Background: an optimization exercise with open tools, aiming at small area and a short achievable clock period. Do not read the settings as production practice. The RTL was checked by simulation tests, not by an equivalence proof against the original design. Power is estimated from default activity; no workload was simulated.

==> flow/design.v <==
package pool_pkg;
    localparam int unsigned POOL_DATA_W = 32;
    localparam int unsigned POOL_MAX_W  = 64;
    localparam int unsigned POOL_DIM_W  = 7;
    typedef enum logic [1:0] {
        ST_IDLE  = 2'd0,
        ST_RUN   = 2'd1,
        ST_DRAIN = 2'd2,
        ST_DONE  = 2'd3
    } pool_state_e;
endpackage
module pool_line_buf #(
    parameter int unsigned DATA_W = 32,
    parameter int unsigned DEPTH  = 64,
    parameter int unsigned AW     = (DEPTH > 1) ? $clog2(DEPTH) : 1
) (
    input  logic              clk,
    input  logic              shift_i,
    input  logic [AW-2:0]     len_sel_i,    
    input  logic [DATA_W-1:0] din_i,
    output logic [DATA_W-1:0] tap_o
);
    localparam int unsigned NSEG = AW - 1;
    logic [DATA_W-1:0] head0_q, head1_q;
    always_ff @(posedge clk) begin
        if (shift_i) begin
            head0_q <= din_i;
            head1_q <= head0_q;
        end
    end
    logic [DATA_W-1:0] seg_out [NSEG+1];
    assign seg_out[0] = head1_q;
    for (genvar k = 0; k < NSEG; k++) begin : g_seg
        localparam int unsigned LEN = 2 << k;
        logic [DATA_W-1:0] sr [LEN];
        always_ff @(posedge clk) begin
            if (shift_i) begin
                sr[0] <= seg_out[k];
                for (int i = 1; i < LEN; i++) sr[i] <= sr[i-1];
            end
        end
        assign seg_out[k+1] = len_sel_i[k] ? sr[LEN-1] : seg_out[k];
    end
    assign tap_o = seg_out[NSEG];
endmodule
module pool_ctrl #(
    parameter int unsigned DATA_W = pool_pkg::POOL_DATA_W,
    parameter int unsigned MAX_W  = pool_pkg::POOL_MAX_W,
    parameter int unsigned DIM_W  = pool_pkg::POOL_DIM_W
) (
    input  logic              clk,
    input  logic              rst_n,
    input  logic              start,
    input  logic [DIM_W-1:0]  cfg_width,
    input  logic [DIM_W-1:0]  cfg_height,
    output logic              busy,
    output logic              done,
    output logic              cfg_err,
    input  logic [DATA_W-1:0] s_data,
    input  logic              s_valid,
    output logic              s_ready,
    output logic [DATA_W-1:0] k_d_in1,
    output logic [DATA_W-1:0] k_d_in2,
    output logic              k_in_valid,
    input  logic [DATA_W-1:0] k_d_out,
    input  logic              k_out_valid,
    output logic [DATA_W-1:0] m_data,
    output logic              m_valid
);
    localparam int unsigned AW = (MAX_W > 1) ? $clog2(MAX_W) : 1;
    logic idle_q, run_q, drain_q, done_q, busy_q;
    logic run_d, drain_d, done_d;
    logic idle;
    logic [AW-2:0]      hw_m1_q;     
    logic [AW-1:0]      col_q;       
    logic [DIM_W-1:0]   row_q;       
    logic [AW-2:0]      rcol_q;      
    logic [DIM_W-2:0]   rrow_q;      
    logic               rdone_q;     
    logic              cfg_err_q;
    logic              kv_q;
    logic              mv_q;
    logic [DATA_W-1:0] sd_q;         
    logic [DATA_W-1:0] su_q;         
    logic [DATA_W-1:0] lb_tap;
    logic [DATA_W-1:0] md_q;
    logic cfg_ok;
    logic accept;
    logic odd_row;
    logic last_col;
    logic last_px;
    logic fwd;
    assign cfg_ok = !cfg_width[0] && !cfg_height[0]
                  && (cfg_width[DIM_W-1:1]  != '0)
                  && (cfg_height[DIM_W-1:1] != '0)
                  && (32'(cfg_width) <= MAX_W);
    assign idle     = idle_q;
    assign accept   = s_valid && run_q;
    assign odd_row  = !row_q[0];
    assign last_col = (col_q == '0);
    assign last_px  = last_col && (row_q == '0);
    assign fwd      = k_out_valid && busy_q && !rdone_q;
    assign run_d   = (idle && start && cfg_ok) || (run_q && !(accept && last_px));
    assign drain_d = (run_q && accept && last_px) || (drain_q && !rdone_q);
    assign done_d  = drain_q && rdone_q;
    always_ff @(posedge clk or negedge rst_n) begin
        if (!rst_n) begin
            idle_q    <= 1'b1;
            run_q     <= 1'b0;
            drain_q   <= 1'b0;
            done_q    <= 1'b0;
            busy_q    <= 1'b0;
            cfg_err_q <= 1'b0;
            kv_q      <= 1'b0;
            mv_q      <= 1'b0;
        end else begin
            idle_q    <= !(run_d || drain_d || done_d);
            run_q     <= run_d;
            drain_q   <= drain_d;
            done_q    <= done_d;
            busy_q    <= run_d || drain_d;
            cfg_err_q <= idle && start && !cfg_ok;
            kv_q      <= accept && odd_row;
            mv_q      <= fwd;
        end
    end
    always_ff @(posedge clk) begin
        if (idle) begin
            hw_m1_q <= (AW-1)'(cfg_width[DIM_W-1:1] - 1'b1);
            col_q   <= AW'(cfg_width - 1'b1);
            row_q   <= cfg_height - 1'b1;
            rcol_q  <= (AW-1)'(cfg_width[DIM_W-1:1] - 1'b1);
            rrow_q  <= cfg_height[DIM_W-1:1] - 1'b1;
            rdone_q <= 1'b0;
        end else begin
            if (accept) begin
                if (last_col) begin
                    col_q <= {hw_m1_q, 1'b1};
                    row_q <= row_q - 1'b1;
                end else begin
                    col_q <= col_q - 1'b1;
                end
            end
            if (fwd) begin
                if (rcol_q == '0) begin
                    rcol_q <= hw_m1_q;
                    if (rrow_q == '0) rdone_q <= 1'b1;
                    else              rrow_q  <= rrow_q - 1'b1;
                end else begin
                    rcol_q <= rcol_q - 1'b1;
                end
            end
        end
    end
    always_ff @(posedge clk) begin
        sd_q    <= s_data;
        su_q    <= lb_tap;
        md_q    <= k_d_out;
    end
    pool_line_buf #(
        .DATA_W (DATA_W),
        .DEPTH  (MAX_W),
        .AW     (AW)
    ) u_line_buf (
        .clk       (clk),
        .shift_i   (accept),
        .len_sel_i (hw_m1_q),
        .din_i     (s_data),
        .tap_o     (lb_tap)
    );
    assign s_ready    = run_q;
    assign busy       = busy_q;
    assign done       = done_q;
    assign cfg_err    = cfg_err_q;
    assign k_in_valid = kv_q;
    assign k_d_in1    = su_q;
    assign k_d_in2    = sd_q;
    assign m_valid    = mv_q;
    assign m_data     = md_q;
endmodule
make LEC_CHECK=0 ABC_AREA=1 CAP_MARGIN=20 CORE_MARGIN=2 CORE_UTILIZATION=65 CTS_CLUSTER_DIAMETER=100 CTS_CLUSTER_SIZE=30 SETUP_SLACK_MARGIN=3.4 SLEW_MARGIN=20 finish   # period 5.5 ns
run.sh (not shown) runs the stock make flow with config.mk's settings and CLKGATE_MAP_FILE= SYNTH_SCRIPT=/design/flow/synth_recipe.tcl, a recipe that flattens the netlist after the stock synthesis.
Edit:
--- a/flow/design.v
+++ b/flow/design.v
@@ -17,32 +17,32 @@
     input  logic              clk,
     input  logic              shift_i,
     input  logic [AW-2:0]     len_sel_i,    
     input  logic [DATA_W-1:0] din_i,
-    output logic [DATA_W-1:0] tap_o
+    output logic [DATA_W-1:0] dout_o
 );
     localparam int unsigned NSEG = AW - 1;
-    logic [DATA_W-1:0] head0_q, head1_q;
-    always_ff @(posedge clk) begin
-        if (shift_i) begin
-            head0_q <= din_i;
-            head1_q <= head0_q;
-        end
-    end
-    logic [DATA_W-1:0] seg_out [NSEG+1];
-    assign seg_out[0] = head1_q;
+    logic [DATA_W-1:0] seg_in [NSEG+1];
+    assign seg_in[0] = din_i;
     for (genvar k = 0; k < NSEG; k++) begin : g_seg
         localparam int unsigned LEN = 2 << k;
         logic [DATA_W-1:0] sr [LEN];
         always_ff @(posedge clk) begin
             if (shift_i) begin
-                sr[0] <= seg_out[k];
+                sr[0] <= seg_in[k];
                 for (int i = 1; i < LEN; i++) sr[i] <= sr[i-1];
             end
         end
-        assign seg_out[k+1] = len_sel_i[k] ? sr[LEN-1] : seg_out[k];
+        assign seg_in[k+1] = len_sel_i[k] ? sr[LEN-1] : seg_in[k];
     end
-    assign tap_o = seg_out[NSEG];
+    logic [DATA_W-1:0] tail0_q, tail1_q;
+    always_ff @(posedge clk) begin
+        if (shift_i) begin
+            tail0_q <= seg_in[NSEG];
+            tail1_q <= tail0_q;
+        end
+    end
+    assign dout_o = tail1_q;
 endmodule
 module pool_ctrl #(
     parameter int unsigned DATA_W = pool_pkg::POOL_DATA_W,
     parameter int unsigned MAX_W  = pool_pkg::POOL_MAX_W,
@@ -79,11 +79,10 @@
     logic               rdone_q;     
     logic              cfg_err_q;
     logic              kv_q;
     logic              mv_q;
+    logic              shift_q;      
     logic [DATA_W-1:0] sd_q;         
-    logic [DATA_W-1:0] su_q;         
-    logic [DATA_W-1:0] lb_tap;
     logic [DATA_W-1:0] md_q;
     logic cfg_ok;
     logic accept;
     logic odd_row;
@@ -152,29 +151,28 @@
             end
         end
     end
     always_ff @(posedge clk) begin
+        shift_q <= accept;
         sd_q    <= s_data;
-        su_q    <= lb_tap;
         md_q    <= k_d_out;
     end
     pool_line_buf #(
         .DATA_W (DATA_W),
         .DEPTH  (MAX_W),
         .AW     (AW)
     ) u_line_buf (
         .clk       (clk),
-        .shift_i   (accept),
+        .shift_i   (shift_q),
         .len_sel_i (hw_m1_q),
-        .din_i     (s_data),
-        .tap_o     (lb_tap)
+        .din_i     (sd_q),
+        .dout_o    (k_d_in1)
     );
     assign s_ready    = run_q;
     assign busy       = busy_q;
     assign done       = done_q;
     assign cfg_err    = cfg_err_q;
     assign k_in_valid = kv_q;
-    assign k_d_in1    = su_q;
     assign k_d_in2    = sd_q;
     assign m_valid    = mv_q;
     assign m_data     = md_q;
 endmodule
Result:
- utilization fell by 0.84 points
- count of clock-buffer cells in the layout fell by 34
- final cell count fell slightly
- power fell by a few percent
- worst setup slack gets worse by 85 ps
- via count rose slightly
- global-route usage hardly moves
- routed wire length fell slightly
- design area fell slightly

what the ideal ports hide:
The results above use ideal ports. As a check the final layouts listed here were re-extracted and re-timed, cells and wires unchanged.
Step 1 (the two cells are an assumption about what drives the block):
set clk [get_ports {clk}]
set_driving_cell -lib_cell sky130_fd_sc_hd__clkbuf_16 $clk
set_driving_cell -lib_cell sky130_fd_sc_hd__buf_2 [delete_from_list [all_inputs] $clk]
Step 2 times the ports against the registers' clock, not the clock port: input delays grow and output delays shrink by t, the midpoint of the rising clock arrivals with the driver on.
a / b / c = ideal ports / drivers / drivers and shift; a / b = the first two.
run	t (ns)	setup WS [ns]	worst setup path at the end
the first run	0.754	3.157 / 3.090 / 2.685	input to register
the second run	0.735	3.072 / 3.005 / 2.784	input to register
After both steps every run listed still meets setup and hold. For the first run, which loses most, drivers alone change the setup slack by -0.067 ns; drivers and shift together by -0.472 ns.
